This design comes from an exercise in tuning for small area, a short achievable clock period and few clock cycles on the open sky130 flow, not from production work.
The RTL was checked by simulation tests, not by an equivalence proof against the original design.
Power figures rest on the tool's default switching activity, not on a simulated workload.

### design.v
package atm_pkg;
    localparam int DATA_W  = 32;
    localparam int CFG_IW  = 4;
    localparam int CFG_DW  = 16;
    localparam logic [3:0]        DEPTH_RESET  = 4'd5;
    localparam logic [15:0]       WINDOW_RESET = 16'd1000;
    localparam logic [CFG_IW-1:0] CFG_DEPTH    = 4'd0;
    localparam logic [CFG_IW-1:0] CFG_WINDOW   = 4'd1;
endpackage
module atm_div (
    input  logic [15:0] i_rem,
    input  logic [31:0] i_quo,
    input  logic [15:0] i_dvs,
    output logic [15:0] o_rem,
    output logic [31:0] o_quo
);
    logic [17:0] w_sh;
    logic [18:0] w_t1;
    logic [18:0] w_t2;
    logic [18:0] w_t3;
    logic [18:0] w_a;
    logic [18:0] w_b;
    logic [18:0] w_c;
    logic [18:0] w_s;
    logic [18:0] w_k;
    always_comb begin
        w_sh = {i_rem, i_quo[31:30]};
        w_t1 = {1'b0, w_sh} - {3'b0, i_dvs};
        w_t2 = {1'b0, w_sh} - {2'b0, i_dvs, 1'b0};
        w_a  = {1'b0, w_sh};
        w_b  = ~{3'b0, i_dvs};
        w_c  = ~{2'b0, i_dvs, 1'b0};
        w_s  = w_a ^ w_b ^ w_c;
        w_k  = {(w_a[17:0] & w_b[17:0]) | (w_a[17:0] & w_c[17:0]) | (w_b[17:0] & w_c[17:0]), 1'b1};
        w_t3 = w_s + w_k + 19'd1;
        if (!w_t3[18]) begin
            o_rem = w_t3[15:0];
            o_quo = {i_quo[29:0], 2'd3};
        end else if (!w_t2[18]) begin
            o_rem = w_t2[15:0];
            o_quo = {i_quo[29:0], 2'd2};
        end else if (!w_t1[18]) begin
            o_rem = w_t1[15:0];
            o_quo = {i_quo[29:0], 2'd1};
        end else begin
            o_rem = w_sh[15:0];
            o_quo = {i_quo[29:0], 2'd0};
        end
    end
endmodule
import atm_pkg::*;
module adaptive_throughput_meter #(
    parameter int HISTORY_SLOTS = 10
) (
    input  logic        i_clk,
    input  logic        i_rst_n,
    input  logic        i_in_valid,
    output logic        o_in_stall,
    input  logic [1:0]  i_kind,
    input  logic [15:0] i_byte_count,
    input  logic [9:0]  i_tick_ms,
    output logic        o_out_valid,
    input  logic        i_out_stall,
    output logic [31:0] o_speed,
    output logic        o_window_closed,
    output logic        o_averaged,
    input  logic        i_cfg_valid,
    output logic        o_cfg_ready,
    input  logic [atm_pkg::CFG_IW-1:0] i_cfg_index,
    input  logic [atm_pkg::CFG_DW-1:0] i_cfg_data
);
    logic              r_idle;
    logic              r_load;       
    logic              r_norm;       
    logic              r_div;        
    logic              r_stor;       
    logic              r_fin;        
    logic [3:0]        r_depth;
    logic [15:0]       r_window;
    logic [3:0]        r_hc;
    logic [31:0]       r_mean;
    logic [15:0]       r_mcount;
    logic [31:0]       r_bytes;
    logic [15:0]       r_elapsed;
    logic [31:0]       r_hmin;
    logic [31:0]       r_hmax;
    logic              r_closed;
    logic              r_mdiv;       
    logic              r_first;      
    logic              r_neg;        
    logic [3:0]        r_cnt;        
    logic [15:0]       r_rem;
    logic [31:0]       r_quo;
    logic              r_out_valid;
    logic              w_acc;
    logic              w_cfg_acc;
    logic              w_hc_z;
    logic [16:0]       w_el_sum;
    logic [15:0]       w_el_new;
    logic [32:0]       w_by_sum;
    logic [31:0]       w_by_new;
    logic [16:0]       w_gap;
    logic              w_closing;
    logic              w_need_div;
    logic [41:0]       w_x;
    logic              w_ge_min;
    logic              w_le_max;
    logic              w_trend;
    logic              w_reset_n;
    logic              w_a_inv;
    logic              w_b_inv;
    logic [32:0]       w_sum;
    logic [47:0]       w_rq;
    logic              w_x_nz;
    logic [5:0]        w_x_msb;
    logic [3:0]        w_d_msb;
    logic [6:0]        w_t;
    logic              w_q_zero;
    logic              w_big;
    logic [2:0]        w_cm1;        
    logic [47:0]       w_sh1;
    logic [47:0]       w_sh2;
    logic [47:0]       w_sh3;
    logic              w_sat;
    logic              w_done;
    logic [15:0]       w_rem_n;
    logic [31:0]       w_quo_n;
    function automatic logic [6:0] msb64(input logic [63:0] v);
        logic [15:0][5:0] p;
        logic [15:0]      z;
        for (int k = 0; k < 16; k++) begin
            z[k] = |v[4*k +: 4];
            p[k] = v[4*k+3] ? 6'd3 : v[4*k+2] ? 6'd2 : v[4*k+1] ? 6'd1 : 6'd0;
        end
        for (int w = 8; w >= 1; w = w / 2) begin
            for (int k = 0; k < w; k++) begin
                p[k] = z[2*k+1] ? (p[2*k+1] | 6'(32 / w)) : p[2*k];
                z[k] = z[2*k+1] | z[2*k];
            end
        end
        msb64 = {z[0], p[0]};
    endfunction
    assign o_in_stall  = i_cfg_valid || !r_idle || (r_out_valid && i_out_stall);
    assign o_cfg_ready = r_idle && !r_out_valid;
    assign w_acc       = i_in_valid && !o_in_stall;
    assign w_cfg_acc   = i_cfg_valid && o_cfg_ready;
    assign w_hc_z          = (r_hc == 4'd0);
    assign o_out_valid     = r_out_valid;
    assign o_averaged      = !w_hc_z;
    assign o_speed         = w_hc_z ? r_quo : r_mean;
    assign o_window_closed = r_closed;
    always_comb begin
        w_el_sum  = {1'b0, r_elapsed} + 17'(i_tick_ms);
        w_el_new  = w_el_sum[16] ? 16'hFFFF : w_el_sum[15:0];
        w_by_sum  = {1'b0, r_bytes} + 33'(i_byte_count);
        w_by_new  = w_by_sum[32] ? 32'hFFFF_FFFF : w_by_sum[31:0];
        w_gap     = {1'b0, r_window} - {1'b0, r_elapsed};
        w_closing = (i_kind == 2'd1) && (r_window != 16'hFFFF)
                 && (w_gap[16] || (16'(i_tick_ms) > w_gap[15:0]));
        case (i_kind)
            2'd1:    w_need_div = w_closing
                               || (w_hc_z && (r_elapsed != 16'd0 || i_tick_ms != 10'd0));
            2'd2:    w_need_div = 1'b0;
            default: w_need_div = w_hc_z && (r_elapsed != 16'd0);
        endcase
        w_x       = {(42'(r_bytes) << 7) - (42'(r_bytes) << 1) - 42'(r_bytes)} << 3;
        w_ge_min  = (r_hmin >= r_quo);
        w_le_max  = (r_hmax <= r_quo);
        w_trend   = (r_depth == 4'd0) || w_ge_min || w_le_max;
        w_reset_n = r_closed && (r_hc > r_depth) && w_trend;
        w_a_inv   = r_fin && r_neg;
        w_b_inv   = r_stor;
        w_sum     = {1'b0, r_quo ^ {32{w_a_inv}}} + {1'b0, r_mean ^ {32{w_b_inv}}}
                  + 33'(w_b_inv);
        w_rq      = {r_rem, r_quo};
        {w_x_nz, w_x_msb} = msb64({16'd0, w_rq});
        w_d_msb   = 4'(msb64({48'd0, r_elapsed}));
        w_t       = {1'b0, w_x_msb} - {3'b0, w_d_msb};
        w_q_zero  = !w_x_nz || w_t[6];
        w_big     = !w_t[6] && w_t[5];
        w_cm1     = w_big ? 3'd7 : w_t[4:2];
        w_sh1     = w_cm1[0] ? w_rq  : (w_rq  << 4);
        w_sh2     = w_cm1[1] ? w_sh1 : (w_sh1 << 8);
        w_sh3     = w_cm1[2] ? w_sh2 : (w_sh2 << 16);
        w_sat     = (r_rem >= r_elapsed);
        w_done    = (r_norm && (w_sat || w_q_zero)) || (r_div && r_cnt == 4'd0);
    end
    atm_div u_div (
        .i_rem  (r_rem),
        .i_quo  (r_quo),
        .i_dvs  (r_elapsed),
        .o_rem  (w_rem_n),
        .o_quo  (w_quo_n)
    );
    always_ff @(posedge i_clk) begin
        if (!i_rst_n) begin
            r_idle      <= 1'b1;
            r_load      <= 1'b0;
            r_norm      <= 1'b0;
            r_div       <= 1'b0;
            r_stor      <= 1'b0;
            r_fin       <= 1'b0;
            r_depth     <= DEPTH_RESET;
            r_window    <= WINDOW_RESET;
            r_hc        <= '0;
            r_mean      <= '0;
            r_mcount    <= '0;
            r_bytes     <= '0;
            r_elapsed   <= '0;
            r_out_valid <= 1'b0;
        end else begin
            if (r_out_valid && !i_out_stall) begin
                r_out_valid <= 1'b0;
            end
            if (w_cfg_acc) begin
                case (i_cfg_index)
                    CFG_DEPTH: begin
                        if (i_cfg_data[3:0] < 4'(HISTORY_SLOTS)) begin
                            r_depth <= i_cfg_data[3:0];
                            r_hc    <= '0;
                            r_mean  <= '0;
                        end
                    end
                    CFG_WINDOW: r_window <= i_cfg_data;
                    default: ;
                endcase
            end
            if (w_acc) begin
                case (i_kind)
                    2'd0: r_bytes <= w_by_new;
                    2'd1: r_elapsed <= w_el_new;
                    2'd2: begin
                        r_bytes   <= '0;
                        r_elapsed <= '0;
                        r_hc      <= '0;
                        r_mean    <= '0;
                        r_mcount  <= '0;
                    end
                    default: ;
                endcase
                if (w_need_div) begin
                    r_idle <= 1'b0;
                    r_load <= 1'b1;
                end else begin
                    r_out_valid <= 1'b1;
                end
            end
            if (r_load) begin
                if (r_closed) begin
                    if (r_hc > r_depth) begin
                        r_hc <= '0;
                    end
                    if (w_reset_n || r_mcount == 16'd0) begin
                        r_mcount <= 16'd1;
                    end else if (r_mcount != 16'hFFFF) begin
                        r_mcount <= r_mcount + 16'd1;
                    end
                end
                r_load <= 1'b0;
                r_norm <= 1'b1;
            end
            if (r_norm) begin
                r_norm <= 1'b0;
                if (!(w_sat || w_q_zero)) begin
                    r_div <= 1'b1;
                end
            end
            if (r_div && r_cnt == 4'd0) begin
                r_div <= 1'b0;
            end
            if (w_done) begin
                if (r_mdiv) begin
                    r_fin <= 1'b1;
                end else if (r_closed) begin
                    r_stor <= 1'b1;
                end else begin
                    r_idle      <= 1'b1;
                    r_out_valid <= 1'b1;
                end
            end
            if (r_stor) begin
                r_stor    <= 1'b0;
                r_hc      <= r_hc + 4'd1;
                r_bytes   <= '0;
                if (r_first) begin
                    r_mean      <= r_quo;
                    r_elapsed   <= '0;
                    r_idle      <= 1'b1;
                    r_out_valid <= 1'b1;
                end else begin
                    r_elapsed <= r_mcount;
                    r_norm    <= 1'b1;
                end
            end
            if (r_fin) begin
                r_fin       <= 1'b0;
                r_elapsed   <= '0;
                r_mean      <= w_sum[31:0];
                r_idle      <= 1'b1;
                r_out_valid <= 1'b1;
            end
        end
    end
    always_ff @(posedge i_clk) begin
        if (w_acc) begin
            r_closed <= w_closing;
            r_mdiv   <= 1'b0;
            r_quo    <= (w_hc_z || i_kind == 2'd2) ? 32'd0 : r_mean;
        end
        if (r_load) begin
            r_first <= w_reset_n || r_mcount == 16'd0;
            r_rem   <= 16'(w_x[41:32]);
            r_quo   <= w_x[31:0];
        end
        if (r_norm) begin
            r_cnt <= {w_cm1, 1'b1};
            if (w_sat) begin
                r_quo <= '1;
            end else if (w_q_zero) begin
                r_quo <= '0;
            end else begin
                {r_rem, r_quo} <= w_sh3;
            end
        end
        if (r_div) begin
            r_cnt <= r_cnt - 4'd1;
            r_rem <= w_rem_n;
            r_quo <= w_quo_n;
        end
        if (r_stor) begin
            if (r_hc < r_depth) begin
                if (w_hc_z || w_ge_min) r_hmin <= r_quo;
                if (w_hc_z || w_le_max) r_hmax <= r_quo;
            end
            r_mdiv <= 1'b1;
            r_neg  <= !w_sum[32];
            r_rem  <= '0;
            r_quo  <= w_sum[32] ? w_sum[31:0] : ~w_sum[31:0];
        end
    end
endmodule
### run.sh
#!/bin/bash
# synth_recipe.tcl (not shown) runs the flow's synth.tcl, then flattens the netlist and writes it again
# the make line also repeats each setting of config.mk as NAME=value (left out here)
make -C /OpenROAD-flow-scripts/flow DESIGN_CONFIG=/design/flow/config.mk WORK_HOME=/design/flow/orfs CLKGATE_MAP_FILE= SYNTH_SCRIPT=/design/flow/synth_recipe.tcl finish
### constraint.sdc
create_clock -name core_clock -period 8.5 [get_ports {i_clk}]
set_input_delay 1.7000 -clock core_clock [delete_from_list [all_inputs] [get_ports {i_clk}]]
set_output_delay 1.7000 -clock core_clock [all_outputs]
set_load 0.01 [all_outputs]
### config.mk
export PLATFORM = sky130hd
export DESIGN_NAME = adaptive_throughput_meter
export DESIGN_NICKNAME = adaptive_throughput_meter
export VERILOG_FILES = /design/flow/design.v
export SDC_FILE = /design/flow/constraint.sdc
export NUM_CORES = 4
export LEC_CHECK = 0
export CAP_MARGIN = 20
export CORE_MARGIN = 2
export CORE_UTILIZATION = 40
export SETUP_SLACK_MARGIN = 4.5
export SLEW_MARGIN = 20
==> Implementation_results.wiki, run 1 <==
{| class="wikitable"
! Metric !! Value
|-
| Number of buffers inserted by port buffering || 89
|-
| Maximum level of the CTS H-tree || 1
|-
| DRC || 0
|-
| Share of synthesized flip-flops with an asynchronous set or reset || 0%
|-
| Vias in the first global route || 24900
|-
| Die extent in x || 255 µm
|-
| Core Area || roughly 63000 µm²
|-
| Post-DP HPWL || between 60000 and 70000 µm
|-
| Delay contributed by the slowest stage of the critical path || about 0.55 ns
|-
| FP Rows || between 90 and 100
|-
| Number of clock buffers inserted by TritonCTS || 30
|-
| Crit path arrival time || 5.13 ns
|-
| Worst-case setup slack after placement || 2.98 ns
|-
| Worst setup path category || reg -> reg
|-
| Leading area contributor after synthesis || ha_1
|-
| Post-route minimum period || around 4.6 ns
|-
| Cells along the critical path || or4_4 > nand4bb_4 > nor2_4 > o2111ai_2 > o41ai_4 > a31oi_1 > ha_1 > a41oi_2 > o31ai_4 > buf_6 > buf_6 > buf_4 > mux2i_1 > a21oi_2 > and2_1 > a2111oi_2 > a311oi_1 > a32o_1
|-
| Number of detailed-routing iterations run before antenna repair || 7
|-
| Number of maximum-capacitance violations || 0
|-
| Flop and latch count out of synthesis || 247
|-
| Max_slew headroom || about a quarter
|-
| Required time of the worst setup path || roughly 9 ns
|-
| Ant. Diodes || 0
|-
| Initial standard-cell utilization of the core || approximately two fifths
|-
| Synthesis-to-layout area growth || 29.4%
|-
| Final max-slew violation count || 0
|-
| Root Buffer Master || clkbuf_16
|-
| Path type of the worst min-delay path || reg -> reg
|-
| Sequential area share after synthesis || a little under a quarter
|-
| Via density per instance || 6.31
|-
| Post-synth top area share || 14.3%
|-
| Cell area after synthesis || 25200 µm²
|-
| EDFF count, synth || between 100 and 150
|-
| Predominant post-synthesis flop cell || dfxtp_1
|-
| Outcome || timing/DRC/antenna clean
|-
| Leakage power total || about 0.013 µW
|-
| Clock slew seen by the registers of the worst setup and hold paths || ~0.06 ns
|-
| 1st-iter DRT viols || ~2900
|-
| Final Setup Violations || 0
|-
| Antenna violations before repair || 2
|-
| Most repeated cell in the gate-level netlist after synthesis || ha_1
|-
| Total placed instance area || 27100 µm²
|-
| Top delay family on crit path || compound AO/OA/AOI/OAI gates
|-
| Clock skew || 0.0386 ns
|-
| CP startpoint kind || flip-flop
|-
| Number of buffers and inverters on the critical path || 3
|-
| Pin count of the biggest net entering global routing || 52
|-
| Areal power density over the cells || between 200 and 300 nW/µm²
|-
| F_max || around 0.22 GHz
|-
| Bufs on Longest Clock Path || 3
|-
| Post-route clock period utilization || a little over half
|-
| VDD IR-drop max || 0.204 mV
|-
| Clock Sink Count || between 200 and 250
|-
| Capturing element type of the critical path || flip-flop
|-
| Yosys warnings || 2
|-
| Proportion of layout cells with a drive suffix above 1 || roughly a fifth
|-
| Most numerous cell types in the synthesized netlist || 288 x ha_1, 259 x o21ai_0, 239 x a21oi_1
|-
| Vert. Die Dim || 255 µm
|-
| Post-route total power || around 8400 µW
|-
| Post-layout nets || between 3000 and 4000
|-
| First-pass GRT wire length || around 150000 µm
|-
| Cell seen most often among critical-path stages || buf_6
|-
| Count of unique library cells instantiated by Yosys || between 90 and 100
|-
| Top post-synthesis cells by area || ha_1 14%, edfxtp_1 12%, dfxtp_1 11%
|-
| Mapped Cells || 3038
|-
| Total Negative Setup Slacks || 0 ns
|-
| RSZ-0062 raised after global routing || true
|-
| Net count of the mapped netlist || 3426
|-
| Source-to-sink clock delay at the later pin of the worst-skew pair || between 0.6 and 0.7 ns
|-
| Final Hold Vio Count || 0
|-
| Measured slew at the worst slew-check pin || 1.11 ns
|-
| Largest driver fanout on the critical path || 10
|-
| Die area || approximately 65000 µm²
|-
| Post-synthesis average cell area || ~8.3 µm²
|-
| Post-layout worst setup margin || around 3.9 ns
|-
| Ports placed on the boundary || 90
|-
| GRT Total Usage || a little over 30%
|-
| Clock tree from TritonCTS || yes
|-
| Via count of the routed design || approximately 26000
|-
| Wirelength per Cell || around 25 µm
|-
| Global placement routability congestion || about 1
|-
| Cell at the slowest stage of the critical path || or4_4
|-
| Finished layout cell area || 32700 µm²
|-
| Remaining antenna violation count || 0
|-
| GRT Residual Overflow || 0
|-
| Wirelength, routed || a little over 100000 µm
|}
[cell usage in the layout, fill, tap and decap left out, types with 37 or more instances in the layout]
master and count:
ha_1 275, nand2_1 230, o21ai_0 220, a21oi_1 214
buf_4 208, nor2_1 192, inv_1 144, xnor2_1 133
dfxtp_1 124, edfxtp_1 103, xor2_1 88, a21o_1 70
a221oi_1 63, nor3_1 58, nand3_1 49, clkdlybuf4s50_1 47
o21a_1 44, fa_1 44, a211oi_1 41, buf_6 41
mux2i_4 39, nand4_1 37
[worst min-delay path, stage by stage (launching register included)]
cell,delay (ns)
dfxtp_2,0.33
nand2_1,0.05
a21oi_1,0.05
[timing repair]
action                                  in CTS  in global routing
resized for setup                          399                168
pin swaps                                   96                 90
setup buffers                              158                 89
gates cloned                                17                  3
hold buffers                                 0                  0
endpoints found under the setup margin     207                172
[metrics by stage]
step           hold WS (ns)  util [%]  cells
6_report              0.478      52.0   4176
5_1_grt               0.497      52.0   4176
4_1_cts               0.477      49.9   4084
3_5_place_dp          0.468      43.2   3853
3_3_place_gp          0.456      43.2   3852
2_1_floorplan         0.432         -   3038
[report_power, final]
| group | internal, µW | total [µW] | switching, µW |
|---|---|---|---|
| registers | 1330 | 1520 | 195 |
| logic | 2560 | 5520 | 2960 |
| clock network | 808 | 1410 | 600 |
[sequential cells by signal (all words and copies together), names as in the netlist, 4 cells and up]
register and flops:
r_bytes 32, r_hmax 32, r_hmin 32, r_mean 32
r_quo 32, r_elapsed 16, r_mcount 16, r_rem 16
r_window 16, r_cnt 4, r_depth 4, r_hc 4
[final cells by class]
class	instances	area (µm²)
clock buffers	32	768
clock inverters	24	277
fillers	5711	30100
inverters	158	641
multi-input cells	2480	20000
flip-flops and latches	247	6020
well taps	846	1060
repair buffers	389	3920
[cells by family (layout without fill, tap and decap cells)]
group	count (synthesis)	count (layout)	synth area share (%)
AO/OA/AOI/OAI	1009	1011	26.2
flip-flops	247	247	23.7
buffers and inverters	315	603	4.99
XOR/XNOR	222	222	7.71
multiplexers	85	85	3.48
adder cells (fa/ha/maj)	335	335	18.0
AND/OR/NAND/NOR	825	827	15.9
[worst paths after layout]
check / start / slack, ns / depth (start not counted) / to
min: r_window[0] / 0.48 / 2 / r_window[0]
max reg2reg: r_rem[11] / 3.86 / 18 / r_rem[15]
min reg2reg: r_window[0] / 0.48 / 2 / r_window[0]
max: r_rem[11] / 3.86 / 18 / r_rem[15]
[metal layers]
metal | track usage [%] | routed length [µm] | part of all wire, %
met3 | 6.91 | 10300 | 9.9
met4 | 12.6 | 5280 | 5.1
met5 | 0 | 0 | 0
met2 | 48.2 | 45500 | 44
met1 | 40.7 | 42800 | 41
Testbench counts, summed over its fixed seeds: cycles 39,635.
==> run 2: changes to the inputs <==
--- a/design.v
+++ b/design.v
@@ -71,4 +71,9 @@
 );
+    logic              r_iv;
+    logic [1:0]        r_kind;
+    logic [15:0]       r_byte_count;
+    logic [9:0]        r_tick_ms;
     logic              r_idle;
     logic              r_load;       
+    logic              r_msb;        
     logic              r_norm;       
@@ -90,2 +95,4 @@
     logic              r_neg;        
+    logic              r_qz;         
+    logic [2:0]        r_cm1;        
     logic [3:0]        r_cnt;        
@@ -94,3 +101,5 @@
     logic              r_out_valid;
-    logic              w_acc;
+    logic              w_can_go;
+    logic              w_go;
+    logic              w_take;
     logic              w_cfg_acc;
@@ -101,3 +110,2 @@
     logic [31:0]       w_by_new;
-    logic [16:0]       w_gap;
     logic              w_closing;
@@ -112,10 +120,10 @@
     logic [32:0]       w_sum;
-    logic [47:0]       w_rq;
-    logic              w_x_nz;
-    logic [5:0]        w_x_msb;
+    logic [31:0]       w_lz_in;
+    logic              w_n_nz;
+    logic [5:0]        w_n_msb;
     logic [3:0]        w_d_msb;
     logic [6:0]        w_t;
-    logic              w_q_zero;
-    logic              w_big;
-    logic [2:0]        w_cm1;        
+    logic              w_qz;
+    logic [2:0]        w_cm1;
+    logic [47:0]       w_rq;
     logic [47:0]       w_sh1;
@@ -142,5 +150,7 @@
     endfunction
-    assign o_in_stall  = i_cfg_valid || !r_idle || (r_out_valid && i_out_stall);
-    assign o_cfg_ready = r_idle && !r_out_valid;
-    assign w_acc       = i_in_valid && !o_in_stall;
+    assign w_can_go    = r_idle && (!r_out_valid || !i_out_stall);
+    assign w_go        = r_iv && w_can_go;
+    assign o_in_stall  = i_cfg_valid || (r_iv && !w_can_go);
+    assign w_take      = i_in_valid && !o_in_stall;
+    assign o_cfg_ready = r_idle && !r_iv && !r_out_valid;
     assign w_cfg_acc   = i_cfg_valid && o_cfg_ready;
@@ -152,12 +162,10 @@
     always_comb begin
-        w_el_sum  = {1'b0, r_elapsed} + 17'(i_tick_ms);
+        w_el_sum  = {1'b0, r_elapsed} + 17'(r_tick_ms);
         w_el_new  = w_el_sum[16] ? 16'hFFFF : w_el_sum[15:0];
-        w_by_sum  = {1'b0, r_bytes} + 33'(i_byte_count);
+        w_by_sum  = {1'b0, r_bytes} + 33'(r_byte_count);
         w_by_new  = w_by_sum[32] ? 32'hFFFF_FFFF : w_by_sum[31:0];
-        w_gap     = {1'b0, r_window} - {1'b0, r_elapsed};
-        w_closing = (i_kind == 2'd1) && (r_window != 16'hFFFF)
-                 && (w_gap[16] || (16'(i_tick_ms) > w_gap[15:0]));
-        case (i_kind)
+        w_closing = (r_kind == 2'd1) && (w_el_new > r_window);
+        case (r_kind)
             2'd1:    w_need_div = w_closing
-                               || (w_hc_z && (r_elapsed != 16'd0 || i_tick_ms != 10'd0));
+                               || (w_hc_z && (r_elapsed != 16'd0 || r_tick_ms != 10'd0));
             2'd2:    w_need_div = 1'b0;
@@ -174,14 +182,14 @@
                   + 33'(w_b_inv);
-        w_rq      = {r_rem, r_quo};
-        {w_x_nz, w_x_msb} = msb64({16'd0, w_rq});
+        w_lz_in   = r_load ? r_bytes : r_quo;
+        {w_n_nz, w_n_msb} = msb64({32'd0, w_lz_in});
         w_d_msb   = 4'(msb64({48'd0, r_elapsed}));
-        w_t       = {1'b0, w_x_msb} - {3'b0, w_d_msb};
-        w_q_zero  = !w_x_nz || w_t[6];
-        w_big     = !w_t[6] && w_t[5];
-        w_cm1     = w_big ? 3'd7 : w_t[4:2];
-        w_sh1     = w_cm1[0] ? w_rq  : (w_rq  << 4);
-        w_sh2     = w_cm1[1] ? w_sh1 : (w_sh1 << 8);
-        w_sh3     = w_cm1[2] ? w_sh2 : (w_sh2 << 16);
+        w_t       = {1'b0, w_n_msb} + (r_load ? 7'd10 : 7'd0) - {3'b0, w_d_msb};
+        w_qz      = !w_n_nz || w_t[6];
+        w_cm1     = (!w_t[6] && w_t[5]) ? 3'd7 : w_t[4:2];
+        w_rq      = {r_rem, r_quo};
+        w_sh1     = r_cm1[0] ? w_rq  : (w_rq  << 4);
+        w_sh2     = r_cm1[1] ? w_sh1 : (w_sh1 << 8);
+        w_sh3     = r_cm1[2] ? w_sh2 : (w_sh2 << 16);
         w_sat     = (r_rem >= r_elapsed);
-        w_done    = (r_norm && (w_sat || w_q_zero)) || (r_div && r_cnt == 4'd0);
+        w_done    = (r_norm && (w_sat || r_qz)) || (r_div && r_cnt == 4'd0);
     end
@@ -196,4 +204,6 @@
         if (!i_rst_n) begin
+            r_iv        <= 1'b0;
             r_idle      <= 1'b1;
             r_load      <= 1'b0;
+            r_msb       <= 1'b0;
             r_norm      <= 1'b0;
@@ -211,2 +221,7 @@
         end else begin
+            if (w_take) begin
+                r_iv <= 1'b1;
+            end else if (w_go) begin
+                r_iv <= 1'b0;
+            end
             if (r_out_valid && !i_out_stall) begin
@@ -227,4 +242,4 @@
             end
-            if (w_acc) begin
-                case (i_kind)
+            if (w_go) begin
+                case (r_kind)
                     2'd0: r_bytes <= w_by_new;
@@ -261,5 +276,9 @@
             end
+            if (r_msb) begin
+                r_msb  <= 1'b0;
+                r_norm <= 1'b1;
+            end
             if (r_norm) begin
                 r_norm <= 1'b0;
-                if (!(w_sat || w_q_zero)) begin
+                if (!(w_sat || r_qz)) begin
                     r_div <= 1'b1;
@@ -291,3 +310,3 @@
                     r_elapsed <= r_mcount;
-                    r_norm    <= 1'b1;
+                    r_msb     <= 1'b1;
                 end
@@ -304,6 +323,15 @@
     always_ff @(posedge i_clk) begin
-        if (w_acc) begin
+        if (w_take) begin
+            r_kind       <= i_kind;
+            r_byte_count <= i_byte_count;
+            r_tick_ms    <= i_tick_ms;
+        end
+        if (w_go) begin
             r_closed <= w_closing;
             r_mdiv   <= 1'b0;
-            r_quo    <= (w_hc_z || i_kind == 2'd2) ? 32'd0 : r_mean;
+            r_quo    <= (w_hc_z || r_kind == 2'd2) ? 32'd0 : r_mean;
+        end
+        if (r_load || r_msb) begin
+            r_qz  <= w_qz;
+            r_cm1 <= w_cm1;
         end
@@ -315,6 +343,6 @@
         if (r_norm) begin
-            r_cnt <= {w_cm1, 1'b1};
+            r_cnt <= {r_cm1, 1'b1};
             if (w_sat) begin
                 r_quo <= '1;
-            end else if (w_q_zero) begin
+            end else if (r_qz) begin
                 r_quo <= '0;
==> Implementation_results.wiki, run 2 <==
{| class="wikitable"
! Metric !! Value
|-
| Net count of the mapped netlist || 3383 (-1.3%)
|-
| Areal power density over the cells || 196 nW/µm² (-24%)
|-
| Most repeated cell in the gate-level netlist after synthesis || ha_1
|-
| Part of the total power dissipated in sequential elements || 27.1% (+9.1 points)
|-
| Commonest non-fill, non-tap cell in the layout || ha_1
|-
| Number of clock buffers inserted by TritonCTS || 37 (+23%)
|-
| VDD IR-drop max || 0.120 mV (-41%)
|-
| Measured slew at the worst slew-check pin || 1.12 ns (+0.0117 ns)
|-
| Endpoint with the worst hold slack || r_window[8]
|-
| Post-DP HPWL || 67600 µm (-2.9%)
|-
| Fin cells || 4020 (-3.7%)
|-
| NetSw || 2330 µW (-38%)
|-
| Proportion of layout cells with a drive suffix above 1 || 13.4% (-7.4 points)
|-
| Count of unique library cells instantiated by Yosys || 88 (-5.4%)
|-
| Outcome || timing/DRC/antenna clean
|-
| Remaining antenna violation count || 0 (unchanged)
|-
| Final Hold Vio Count || 0 (unchanged)
|-
| Crit path arrival time || 4.58 ns (-0.55 ns)
|-
| CP startpoint kind || flip-flop
|-
| Pin count of the biggest net entering global routing || 60 (+15%)
|-
| Most numerous cell types in the synthesized netlist || 279 x ha_1, 246 x a21oi_1, 228 x nand2_1
|-
| Leakage power total || 0.0127 µW (-3.8%)
|-
| Number of maximum-capacitance violations || 0 (unchanged)
|-
| Clock Sink Count || 281 (+14%)
|-
| Vert. Die Dim || 258 µm (+1.2%)
|-
| Wirelength, routed || 95100 µm (-8.4%)
|-
| Post-route clock period utilization || 49.1% (-5.5 points)
|-
| Number of buffers inserted by port buffering || 89 (unchanged)
|-
| GRT Total Usage || 27.3% (-3.4 points)
|-
| Leading area contributor after synthesis || edfxtp_1
|-
| Final max-slew violation count || 0 (unchanged)
|-
| Root Buffer Master || clkbuf_16
|-
| Ports placed on the boundary || 90 (unchanged)
|-
| Mapped Cells || 3002 (-1.2%)
|-
| Largest driver fanout on the critical path || 8 (-2)
|-
| FP Rows || 93 (+1.1%)
|-
| Ant. Diodes || 0 (unchanged)
|-
| Combinational share of power || 42.7% (-23 points)
|-
| F_max || 0.240 GHz (+11%)
|-
| Total Negative Setup Slacks || 0 ns (unchanged)
|-
| Clock skew || 0.0175 ns (-0.0210 ns)
|-
| DRC || 0 (unchanged)
|-
| EDFF count, synth || 135 (+31%)
|-
| Post-synth top area share || 15.7% (+1.4 points)
|-
| Sequential area share after synthesis || 27.0% (+3.3 points)
|-
| Count of hold-fix buffers inserted at cts || 0 (unchanged)
|-
| Maximum level of the CTS H-tree || 2 (+1)
|-
| Number of detailed-routing iterations run before antenna repair || 9 (+2)
|-
| Hold Path Cell Cnt || 2 (unchanged)
|-
| Predominant post-synthesis flop cell || dfxtp_1
|-
| First-pass GRT wire length || 143000 µm (-7.2%)
|-
| Die extent in x || 258 µm (+1.2%)
|-
| Post-layout nets || 3517 (-4.8%)
|-
| Final Core Density || 48.0% (-4.1 points)
|-
| Core Area || 64100 µm² (+2.2%)
|-
| Source-to-sink clock delay at the later pin of the worst-skew pair || 0.58 ns (-0.05 ns)
|-
| Post-route minimum period || 4.17 ns (-0.467 ns)
|-
| Share of synthesized flip-flops with an asynchronous set or reset || 0% (unchanged)
|-
| Switching share of power || 38.6% (-5.9 points)
|-
| Die area || 66600 µm² (+2.3%)
|-
| Clock group share of total power || 30.2% (+14 points)
|-
| Startpoint of the tightest hold check path || r_window[8]
|-
| Destination of the worst register-to-register timing path || r_out_valid
|-
| Clock tree from TritonCTS || yes
|-
| Worst setup path category || reg -> reg
|-
| Max_slew headroom || 23.5% (-2.3 points)
|-
| Number of cells on the worst reg-to-reg path || 20 (+2)
|-
| Bufs on Longest Clock Path || 3 (unchanged)
|-
| Filler Cell Count || 6053 (+6.0%)
|-
| Via density per instance || 6.19 (-1.8%)
|-
| Wirelength per Cell || 23.7 µm (-4.9%)
|-
| Required time of the worst setup path || 8.91 ns (-0.08 ns)
|-
| Flop-to-flop setup slack || 4.33 ns (+0.47 ns)
|-
| RSZ-0062 raised after global routing || true
|-
| Worst hold-check slack || 0.481 ns (+0.00276 ns)
|-
| Reg2reg start || r_tick_ms[0]
|-
| Cell area after synthesis || 25800 µm² (+2.4%)
|-
| 1st-iter DRT viols || 2615 (-8.3%)
|-
| Via count of the routed design || 24900 (-5.4%)
|-
| Top post-synthesis cells by area || edfxtp_1 16%, ha_1 14%, dfxtp_1 11%
|-
| Number of placed cells counting well taps || 3816 (-0.96%)
|-
| Path type of the worst min-delay path || reg -> reg
|-
| Capturing element type of the critical path || flip-flop
|-
| Vias in the first global route || 23800 (-4.5%)
|-
| GRT Residual Overflow || 0 (unchanged)
|-
| Most frequent cells in the layout || 271 x ha_1, 229 x a21oi_1, 220 x nand2_1, 192 x o21ai_0, 157 x nor2_1
|-
| Synthesis-to-layout area growth || 19.1%
|-
| Flop and latch count out of synthesis || 281 (+14%)
|-
| Yosys warnings || 2 (unchanged)
|-
| Antenna violations before repair || 1 (-1)
|-
| Post-route total power || 6040 µW (-28%)
|-
| Multi-input gate area in the final layout || 18300 µm² (-8.6%)
|-
| Post-synthesis average cell area || 8.61 µm² (+3.6%)
|-
| Sequential cell area || 7010 µm² (+17%)
|-
| Clock slew seen by the registers of the worst setup and hold paths || 0.06 ns (about the same)
|-
| Internal power consumption || 3710 µW (-21%)
|-
| Final Setup Violations || 0 (unchanged)
|-
| Initial standard-cell utilization of the core || 40.3% (+0.073 points)
|-
| Global placement routability congestion || 0.960 (-4.3%)
|}
==> run 2: cell count changes after synthesis, moves of 14 or more <==
cell      change
o21ai_0      -48
nor2_1       -44
edfxtp_1     +32
a211oi_1     +27
a221oi_1     -23
a21o_1       +20
xor2_1       -20
o31ai_1      -14
==> run 2: worst max-delay path by stage <==
stage	startpoint	endpoint	depth (start not counted)
2_1_floorplan	r_stor	r_quo[17]	16
3_3_place_gp	r_stor	r_quo[25]	13
3_5_place_dp	r_neg	r_quo[25]	13
4_1_cts	r_hc[0]	o_speed[15]	8
5_1_grt	r_tick_ms[0]	r_out_valid	22
6_report	r_tick_ms[0]	r_out_valid	20
==> run 2: cell families (layout without fill, tap and decap cells) <==
logic type | Yosys count | in the layout | share of synthesized area (%)
compound gates | 1001 | 1002 | 25.7
xor+xnor | 213 | 213 | 7.22
fa+ha+maj | 328 | 328 | 17.3
buf+inv | 326 | 486 | 4.83
flops | 281 | 281 | 27.0
mux | 93 | 93 | 3.67
simple gates | 760 | 762 | 14.2
==> run 2: layout make-up <==
type                            instances  area share (%)
Multi-Input combinational cell       2398            59.3
Clock buffer                           51            3.62
Timing Repair Buffer                  250            7.63
Timing Repair inverter                  2          0.0529
Tap cell                              855            3.48
Inverter                              166            2.15
Clock inverter                         17           0.943
Sequential cell                       281            22.8
==> run 2: through the flow <==
stage                     worst slack (ns)  instance area, µm²
after floorplan                       4.50               25800
after global placement                3.38               27400
after detailed placement              3.24               27400
after CTS                             4.34               29600
after global routing                  4.20               30800
final                                 4.33               30800
==> run 2: repair_timing <==
| item | in CTS | in global routing |
|---|---|---|
| cloned | 6 | 5 |
| gates resized for setup | 157 | 113 |
| buffers inserted | 38 | 87 |
| pin swaps | 23 | 26 |
| endpoints found under the setup margin | 139 | 105 |
==> run 2: critical path: stages, from the launching register on <==
cell	delay, ns
edfxtp_1	0.41
ha_2	0.22
fa_2	0.34
a21o_1	0.17
a21oi_2	0.15
nor2b_2	0.07
o21a_1	0.23
o211ai_1	0.30
nand2_2	0.17
nand3_4	0.15
buf_12	0.14
nand2_1	0.12
ha_1	0.33
nand4_1	0.12
nor2_2	0.13
nand3_2	0.12
o21bai_1	0.17
o211ai_1	0.16
o21ai_2	0.12
a211oi_2	0.29
a21oi_1	0.10
==> run 2: power by group through the flow <==
stage                     Clock, µW  Combinational [µW]  Sequential (µW)
after floorplan                   0                1780             1580
after global placement            0                2340             1670
after detailed placement          0                2390             1670
after CTS                      1840                2450             1630
after global routing           1890                2810             1640
final                          1820                2580             1640
==> run 2: metal layers <==
metal	share of wire (%)	global-route usage, %
met2	44	42.9
met1	44	38.0
met3	8.2	4.50
met4	3.4	8.93
met5	0	0
Testbench counts of run 2, summed over its fixed seeds: cycles 40,459.
==> run 3: changes to the inputs <==
--- a/config.mk
+++ b/config.mk
@@ -12 +12,2 @@
 export SLEW_MARGIN = 20
+export TNS_END_PERCENT = 5
==> Implementation_results.wiki, run 3 <==
{| class="wikitable"
! Metric !! Value
|-
| GRT Residual Overflow || 0 (unchanged)
|-
| Required time of the worst setup path || 9.00 ns (+0.09 ns)
|-
| Source-to-sink clock delay at the later pin of the worst-skew pair || 0.60 ns (+0.02 ns)
|-
| Final Core Density || 47.1% (-0.92 points)
|-
| Post-synthesis adder-cell area fraction || 17.3% (unchanged)
|-
| Initial standard-cell utilization of the core || 40.3% (unchanged)
|-
| Synthesis-to-layout area growth || 16.8%
|-
| Cell at the slowest stage of the critical path || edfxtp_1
|-
| Share of synthesized flip-flops with an asynchronous set or reset || 0% (unchanged)
|-
| Clock tree from TritonCTS || yes
|-
| Internal power consumption || 3590 µW (-3.2%)
|-
| Pin count of the biggest net entering global routing || 60 (unchanged)
|-
| Number of maximum-capacitance violations || 0 (unchanged)
|-
| Number of buffers inserted by port buffering || 89 (unchanged)
|-
| Path type of the worst min-delay path || reg -> reg
|-
| Number of detailed-routing iterations run before antenna repair || 6 (-3)
|-
| DRC || 0 (unchanged)
|-
| Antenna violations before repair || 3 (+2)
|-
| Maximum level of the CTS H-tree || 2 (unchanged)
|-
| Top post-synthesis cells by area || edfxtp_1 16%, ha_1 14%, dfxtp_1 11%
|-
| Post-route clock period utilization || 50.5% (+1.5 points)
|-
| Ports placed on the boundary || 90 (unchanged)
|-
| Final Setup Violations || 0 (unchanged)
|-
| Die area || 66600 µm² (unchanged)
|-
| Vert. Die Dim || 258 µm (unchanged)
|-
| Net count of the mapped netlist || 3383 (unchanged)
|-
| Clock Sink Count || 281 (unchanged)
|-
| Wirelength per Cell || 23.5 µm (-0.49%)
|-
| F_max || 0.233 GHz (-2.9%)
|-
| Synth Area in XOR/XNOR || 7.22% (unchanged)
|-
| Flop and latch count out of synthesis || 281 (unchanged)
|-
| Predominant post-synthesis flop cell || dfxtp_1
|-
| Total Negative Setup Slacks || 0 ns (unchanged)
|-
| Area fraction in compound gates after synthesis || 25.7% (unchanged)
|-
| Areal power density over the cells || 197 nW/µm² (+0.16%)
|-
| Count of hold-fix buffers inserted at cts || 0 (unchanged)
|-
| Largest driver fanout on the critical path || 9 (+1)
|-
| Switching share of power || 39.5% (+0.92 points)
|-
| Ant. Diodes || 0 (unchanged)
|-
| First-pass GRT wire length || 142000 µm (-0.76%)
|-
| Flop-to-flop setup slack || 4.20 ns (-0.12 ns)
|-
| Core Area || 64100 µm² (unchanged)
|-
| Post-route total power || 5940 µW (-1.8%)
|-
| Cell area after synthesis || 25800 µm² (unchanged)
|-
| Commonest non-fill, non-tap cell in the layout || ha_1
|-
| Post-synth top area share || 15.7% (unchanged)
|-
| Worst setup path category || reg -> reg
|-
| Cells along the critical path || inv_1 > ha_1 > and3_1 > a2111o_1 > a221oi_2 > o221ai_2 > a21oi_4 > a32oi_4 > or3_1 > or3_1 > o21ai_1
|-
| Sequential area share after synthesis || 27.0% (unchanged)
|-
| Root Buffer Master || clkbuf_16
|-
| Final max-slew violation count || 0 (unchanged)
|-
| Post-layout nets || 3471 (-1.3%)
|-
| Clock slew seen by the registers of the worst setup and hold paths || 0.06 ns (about the same)
|-
| Top delay family on crit path || compound AO/OA/AOI/OAI gates
|-
| Mapped Cells || 3002 (unchanged)
|-
| Max_slew headroom || 25.0% (+1.5 points)
|-
| Most numerous cell types in the synthesized netlist || 279 x ha_1, 246 x a21oi_1, 228 x nand2_1
|-
| Number of clock buffers inserted by TritonCTS || 38 (+2.7%)
|-
| RSZ-0062 raised after global routing || true
|-
| Measured slew at the worst slew-check pin || 1.12 ns (+0.00385 ns)
|-
| Die extent in x || 258 µm (unchanged)
|-
| NetSw || 2350 µW (+0.58%)
|-
| Crit path arrival time || 4.80 ns (+0.22 ns)
|-
| Wirelength, routed || 93600 µm (-1.6%)
|-
| GRT Total Usage || 27.1% (-0.21 points)
|-
| Clock skew || 0.0444 ns (+0.0269 ns)
|-
| 1st-iter DRT viols || 2681 (+2.5%)
|-
| Delay contributed by the slowest stage of the critical path || 0.63 ns (+0.22 ns)
|-
| EDFF count, synth || 135 (unchanged)
|-
| Number of buffers and inverters on the critical path || 1 (unchanged)
|-
| Combinational share of power || 43.4% (+0.7 points)
|-
| Global placement routability congestion || 0.944 (-1.7%)
|-
| Most repeated cell in the gate-level netlist after synthesis || ha_1
|-
| Area fraction in and, or, nand and nor cells after synthesis || 14.2% (unchanged)
|-
| Most frequent cells in the layout || 275 x ha_1, 237 x a21oi_1, 222 x nand2_1, 196 x o21ai_0, 159 x inv_1
|-
| Capturing element type of the critical path || flip-flop
|-
| Vias in the first global route || 23700 (-0.41%)
|-
| Via count of the routed design || 24600 (-1.0%)
|-
| Remaining antenna violation count || 0 (unchanged)
|-
| Post-DP HPWL || 67600 µm (-0.12%)
|-
| Leakage power total || 0.0123 µW (-2.6%)
|-
| Yosys warnings || 2 (unchanged)
|-
| Leading area contributor after synthesis || edfxtp_1
|-
| Proportion of layout cells with a drive suffix above 1 || 10.4% (-2.9 points)
|-
| FP Rows || 93 (unchanged)
|-
| Post-layout worst setup margin || 4.20 ns (-0.124 ns)
|-
| Via density per instance || 6.20 (+0.10%)
|-
| Part of the total power dissipated in sequential elements || 27.6% (+0.5 points)
|-
| Bufs on Longest Clock Path || 3 (unchanged)
|-
| Post-synthesis average cell area || 8.61 µm² (unchanged)
|-
| Count of unique library cells instantiated by Yosys || 88 (unchanged)
|-
| Clock group share of total power || 29.0% (-1.2 points)
|-
| VDD IR-drop max || 0.150 mV (+25%)
|-
| Multiplexer fraction of the synthesized cell area || 3.67% (unchanged)
|-
| Final Hold Vio Count || 0 (unchanged)
|-
| Worst-case setup slack after placement || 3.30 ns (+0.0694 ns)
|-
| Cell seen most often among critical-path stages || or3_1
|-
| Post-route minimum period || 4.30 ns (+0.124 ns)
|-
| Dominant combinational cell family by area after synthesis || compound AO/OA/AOI/OAI gates
|-
| Outcome || timing/DRC/antenna clean
|-
| CP startpoint kind || flip-flop
|}
==> run 3: cell families after synthesis <==
kind of cell    count (synthesis)
compound gates               1001
xor+xnor                      213
fa+ha+maj                     328
buf+inv                       326
flops                         281
mux                            93
simple gates                  760
==> run 3: layout make-up <==
type                            count  area, µm²
Sequential cell                   281       7000
Clock inverter                     22        256
Clock buffer                       48       1060
Tap cell                          855       1070
Inverter                          166        654
Multi-Input combinational cell   2399      18100
Timing Repair Buffer              203       1990
Fill cell                        6107      33900
Timing Repair inverter              1       8.76
==> run 3: tightest hold or removal path, cell delays in order, from the launching register on <==
cell and delay, ns:
dfxtp_1 0.33, mux2i_1 0.07, nand2_1 0.06
==> run 3: final timing paths <==
| path | depth (start not counted) | startpoint | end |
|---|---|---|---|
| min | 2 | r_window[9] | r_window[9] |
| min reg2reg | 2 | r_window[9] | r_window[9] |
| max reg2reg | 11 | r_quo[13] | r_mcount[11] |
| max | 11 | r_quo[13] | r_mcount[11] |
==> run 3: power groups by stage <==
stage	logic (µW)	clock network (µW)	registers (µW)
6_report	2580	1720	1640
5_1_grt	2810	1790	1650
4_1_cts	2420	1750	1640
3_5_place_dp	2390	0	1670
3_3_place_gp	2360	0	1670
2_1_floorplan	1780	0	1580
==> run 3: per-layer routing <==
layer / share of wire [%] / global-route usage (%) / routed length, µm
met5: 0.040 / 0 / 37
met4: 3.1 / 8.53 / 2890
met3: 8.4 / 4.76 / 7900
met2: 44 / 42.1 / 41600
met1: 44 / 38.0 / 41200
==> run 3: what timing repair did <==
item                       4_1_cts  5_1_grt
setup buffers                   17       61
resized for setup               87       88
setup endpoints to repair      151      194
pin swaps                        7       26
cloned                           5        6
==> run 3: metrics by stage <==
stage | hold WS (ns) | std cells | cell area, µm²
after detailed placement | 0.467 | 3816 | 27500
after global placement | 0.462 | 3816 | 27400
after global routing | 0.510 | 3975 | 30200
after floorplan | 0.438 | 3002 | 25800
after CTS | 0.487 | 3908 | 29200
final | 0.479 | 3975 | 30200
==> run 4: changes to the inputs <==
--- a/design.v
+++ b/design.v
@@ -96,3 +96,3 @@
     logic              r_qz;         
-    logic [2:0]        r_cm1;        
+    logic [3:0]        r_cp;         
     logic [3:0]        r_cnt;        
@@ -126,3 +126,4 @@
     logic              w_qz;
-    logic [2:0]        w_cm1;
+    logic [3:0]        w_cp;
+    logic [47:0]       w_sh0;
     logic [47:0]       w_rq;
@@ -187,7 +188,8 @@
         w_qz      = !w_n_nz || w_t[6];
-        w_cm1     = (!w_t[6] && w_t[5]) ? 3'd7 : w_t[4:2];
+        w_cp      = (!w_t[6] && w_t[5]) ? 4'd15 : w_t[4:1];
         w_rq      = {r_rem, r_quo};
-        w_sh1     = r_cm1[0] ? w_rq  : (w_rq  << 4);
-        w_sh2     = r_cm1[1] ? w_sh1 : (w_sh1 << 8);
-        w_sh3     = r_cm1[2] ? w_sh2 : (w_sh2 << 16);
+        w_sh0     = r_cp[0] ? w_rq  : (w_rq  << 2);
+        w_sh1     = r_cp[1] ? w_sh0 : (w_sh0 << 4);
+        w_sh2     = r_cp[2] ? w_sh1 : (w_sh1 << 8);
+        w_sh3     = r_cp[3] ? w_sh2 : (w_sh2 << 16);
         w_sat     = (r_rem >= r_elapsed);
@@ -335,3 +337,3 @@
             r_qz  <= w_qz;
-            r_cm1 <= w_cm1;
+            r_cp  <= w_cp;
         end
@@ -343,3 +345,3 @@
         if (r_norm) begin
-            r_cnt <= {r_cm1, 1'b1};
+            r_cnt <= r_cp;
             if (w_sat) begin
--- a/config.mk
+++ b/config.mk
@@ -12,2 +12 @@
 export SLEW_MARGIN = 20
-export TNS_END_PERCENT = 5
==> Implementation_results.wiki, run 4 <==
{| class="wikitable"
! Metric !! Value
|-
| Outcome || timing/DRC/antenna clean
|-
| Fin cells || 4278 (+7.6%)
|-
| EDFF count, synth || 136 (+0.74%)
|-
| Required time of the worst setup path || 9.02 ns (+0.02 ns)
|-
| Final Hold Vio Count || 0 (unchanged)
|-
| Clock skew || 0.0226 ns (-0.0218 ns)
|-
| Post-route minimum period || 4.16 ns (-0.132 ns)
|-
| Post-route clock period utilization || 49.0% (-1.6 points)
|-
| Commonest non-fill, non-tap cell in the layout || ha_1
|-
| DRC || 0 (unchanged)
|-
| Share of synthesized flip-flops with an asynchronous set or reset || 0% (unchanged)
|-
| Switching share of power || 43.0% (+3.5 points)
|-
| Leakage power total || 0.0138 µW (+12%)
|-
| Worst-case setup slack after placement || 3.78 ns (+0.479 ns)
|-
| Number of buffers inserted by port buffering || 89 (unchanged)
|-
| Max_slew headroom || 26.6% (+1.5 points)
|-
| Maximum level of the CTS H-tree || 2 (unchanged)
|-
| Most numerous cell types in the synthesized netlist || 280 x a21oi_1, 280 x ha_1, 260 x nand2_1
|-
| VDD IR-drop max || 0.271 mV (+81%)
|-
| First-pass GRT wire length || 151000 µm (+6.2%)
|-
| Post-DP HPWL || 70400 µm (+4.3%)
|-
| Capturing element type of the critical path || flip-flop
|-
| Clock slew seen by the registers of the worst setup and hold paths || 0.06 ns (about the same)
|-
| Die area || 69600 µm² (+4.4%)
|-
| Largest driver fanout on the critical path || 2 (-7)
|-
| Antenna violations before repair || 2 (-1)
|-
| Leading area contributor after synthesis || edfxtp_1
|-
| Worst setup path category || reg -> reg
|-
| GRT Residual Overflow || 0 (unchanged)
|-
| Die extent in x || 264 µm (+2.2%)
|-
| Filler Cell Count || 6479 (+6.1%)
|-
| Number of maximum-capacitance violations || 0 (unchanged)
|-
| Wirelength, routed || 101000 µm (+7.9%)
|-
| Combinational share of power || 52.4% (+9.0 points)
|-
| F_max || 0.240 GHz (+3.2%)
|-
| NetSw || 2960 µW (+26%)
|-
| Path type of the worst min-delay path || reg -> reg
|-
| Via density per instance || 6.15 (-0.78%)
|-
| Vert. Die Dim || 264 µm (+2.2%)
|-
| Global placement routability congestion || 0.994 (+5.3%)
|-
| Worst hold-check slack || 0.455 ns (-0.0237 ns)
|-
| Reg2reg start || r_tick_ms[0]
|-
| Source-to-sink clock delay at the later pin of the worst-skew pair || 0.58 ns (-0.02 ns)
|-
| 1st-iter DRT viols || 2917 (+8.8%)
|-
| Post-layout worst setup margin || 4.34 ns (+0.132 ns)
|-
| Clock group share of total power || 23.6% (-5.4 points)
|-
| Sequential area share after synthesis || 26.0% (-1.1 points)
|-
| Flop and latch count out of synthesis || 282 (+0.36%)
|-
| Clock Sink Count || 282 (+0.36%)
|-
| Most frequent cells in the layout || 269 x ha_1, 264 x a21oi_1, 253 x nand2_1, 210 x nor2_1, 174 x buf_4
|-
| Vias in the first global route || 24600 (+3.9%)
|-
| Number of placed cells counting well taps || 4035 (+5.7%)
|-
| Top post-synthesis cells by area || edfxtp_1 15%, ha_1 13%, dfxtp_1 11%
|-
| Clock tree from TritonCTS || yes
|-
| Root Buffer Master || clkbuf_16
|-
| Net count of the mapped netlist || 3599 (+6.4%)
|-
| Core Area || 67000 µm² (+4.6%)
|-
| Ant. Diodes || 0 (unchanged)
|-
| Pin count of the biggest net entering global routing || 67 (+12%)
|-
| Cell area after synthesis || 27000 µm² (+4.5%)
|-
| Measured slew at the worst slew-check pin || 1.09 ns (-0.0279 ns)
|-
| Post-synthesis average cell area || 8.39 µm² (-2.5%)
|-
| Synthesis-to-layout area growth || 19.9%
|-
| Cells along the critical path || ha_4 > fa_2 > a21o_1 > a21oi_2 > o21bai_2 > buf_4 > buf_4 > buf_4 > buf_4 > buf_4 > buf_4 > a21oi_2 > xnor2_1 > or2_4 > ha_4 > a21o_1 > a21oi_1 > o21ai_1 > a31oi_2 > a31oi_2 > nor2_1 > nor3_2 > a21oi_1
|-
| Crit path arrival time || 4.68 ns (-0.12 ns)
|-
| Post-synth top area share || 15.1% (-0.56 points)
|-
| Crit. Startpoint || r_tick_ms[0]
|-
| Remaining antenna violation count || 0 (unchanged)
|-
| Number of detailed-routing iterations run before antenna repair || 8 (+2)
|-
| Cell at the slowest stage of the critical path || edfxtp_1
|-
| Count of unique library cells instantiated by Yosys || 97 (+10%)
|-
| Bufs on Longest Clock Path || 3 (unchanged)
|-
| CP startpoint kind || flip-flop
|-
| Mapped Cells || 3217 (+7.2%)
|-
| Top delay family on crit path || compound AO/OA/AOI/OAI gates
|-
| Yosys warnings || 2 (unchanged)
|-
| Proportion of layout cells with a drive suffix above 1 || 15.9% (+5.4 points)
|-
| Wirelength per Cell || 23.6 µm (+0.26%)
|-
| Final Setup Violations || 0 (unchanged)
|-
| Initial standard-cell utilization of the core || 40.3% (about the same)
|-
| Post-layout nets || 3757 (+8.2%)
|-
| Total Negative Setup Slacks || 0 ns (unchanged)
|-
| Number of buffers and inverters on the critical path || 6 (+5)
|-
| Flop-to-flop setup slack || 4.34 ns (+0.13 ns)
|-
| Startpoint of the tightest hold check path || r_first
|-
| RSZ-0062 raised after global routing || true
|-
| Final max-slew violation count || 0 (unchanged)
|-
| Areal power density over the cells || 213 nW/µm² (+8.3%)
|-
| FP Rows || 95 (+2.2%)
|-
| Predominant post-synthesis flop cell || dfxtp_1
|-
| Part of the total power dissipated in sequential elements || 24.0% (-3.6 points)
|-
| Ports placed on the boundary || 90 (unchanged)
|-
| Number of clock buffers inserted by TritonCTS || 38 (unchanged)
|-
| Internal power consumption || 3930 µW (+9.4%)
|-
| GRT Total Usage || 27.7% (+0.64 points)
|-
| Via count of the routed design || 26300 (+6.8%)
|-
| Cell seen most often among critical-path stages || buf_4
|-
| Delay contributed by the slowest stage of the critical path || 0.44 ns (-0.19 ns)
|}
-- run 4: worst paths after layout --
path,cells past startpoint,endpoint
min reg2reg,1,r_msb
max reg2reg,23,r_out_valid
min,1,r_msb
max,23,r_out_valid
-- run 4: per-stage QoR --
stage	util (%)	instance area [µm²]	total power (µW)
detailed placement	42.7	28700	4880
global placement	42.7	28700	4870
CTS	46.5	31200	6600
finish	48.3	32400	6890
global route	48.3	32400	7260
floorplan	-	27000	3920
-- run 4: power by group through the flow --
stage | Combinational (µW) | Sequential, µW | Clock (µW)
3_3_place_gp | 3190 | 1680 | 0
5_1_grt | 3900 | 1650 | 1700
4_1_cts | 3300 | 1650 | 1650
2_1_floorplan | 2330 | 1600 | 0
3_5_place_dp | 3200 | 1680 | 0
6_report | 3610 | 1650 | 1630
-- run 4: kinds of logic (layout without fill, tap and decap cells) --
logic type	Yosys count	in the layout	share of synthesized area, %
adder cells (fa/ha/maj)	329	329	16.6
multiplexers	115	115	4.59
flip-flops	282	282	26.0
AND/OR/NAND/NOR	847	849	15.0
XOR/XNOR	217	217	7.04
AO/OA/AOI/OAI	1056	1057	25.5
buffers and inverters	371	556	5.32
-- run 4: repair_timing --
item / CTS / global route
resized for setup: 210 / 152
endpoints found under the setup margin: 164 / 145
setup buffers: 91 / 69
pin swaps: 30 / 38
hold buffers: 0 / 0
cloned: 8 / 4
-- run 4: metal layers --
metal  track usage [%]  vias to the layer above  wire, µm
li1                  -                    12200         -
met2              43.6                     1205     44700
met5                 0                        -        27
met3              5.02                      235      8900
met4              8.78                        4      3630
met1              38.4                    12600     43700
-- run 4: cell type report --
| cell class | instances | area (µm²) | share of cell area (%) |
|---|---|---|---|
| Sequential cell | 282 | 7060 | 21.8 |
| Clock buffer | 53 | 1110 | 3.43 |
| Tap cell | 873 | 1090 | 3.38 |
| Clock inverter | 17 | 163 | 0.503 |
| Multi-Input combinational cell | 2567 | 19300 | 59.6 |
| Inverter | 177 | 683 | 2.11 |
| Timing Repair Buffer | 309 | 2980 | 9.22 |
-- run 4: worst reg2reg max path: stages, from the launching register on --
cell and delay [ns]:
edfxtp_1 0.44, ha_4 0.20, fa_2 0.34, a21o_1 0.17, a21oi_2 0.19, o21bai_2 0.10
buf_4 0.14, buf_4 0.12, buf_4 0.12, buf_4 0.12, buf_4 0.12, buf_4 0.12
a21oi_2 0.14, xnor2_1 0.09, or2_4 0.25, ha_4 0.22, a21o_1 0.15, a21oi_1 0.15
o21ai_1 0.09, a31oi_2 0.26, a31oi_2 0.15, nor2_1 0.17, nor3_2 0.08, a21oi_1 0.15
Testbench counts of run 4, summed over its fixed seeds: cycles 39,172.

-- port drivers added, routing unchanged --
Ports are ideal in the flow. The routed layouts listed here were re-timed in OpenROAD. Step 1: set_driving_cell puts a clkbuf_16 on i_clk and a buf_2 on each other input, an assumption about the parent block. Step 2 times the ports against the registers' clock, not the clock port: input delays grow and output delays shrink by t, the midpoint of the rising clock arrivals with the driver on. Slacks: ideal ports / drivers / drivers and shift; pairs: ideal ports / drivers.
run | t, ns | setup WS [ns] | clock arrival spread, ns
run 1 | 0.676 | 3.860 / 3.860 / 3.713 | 0.039 / 0.039
run 2 | 0.633 | 4.327 / 4.327 / 4.116 | 0.017 / 0.018
run 3 | 0.641 | 4.203 / 4.203 / 3.678 | 0.045 / 0.045
run 4 | 0.635 | 4.336 / 4.328 / 3.917 | 0.023 / 0.023
After both steps setup and hold are still met in every run listed. For run 3, which loses most, drivers alone change the setup slack by 0.000 ns; drivers and shift together by -0.525 ns.
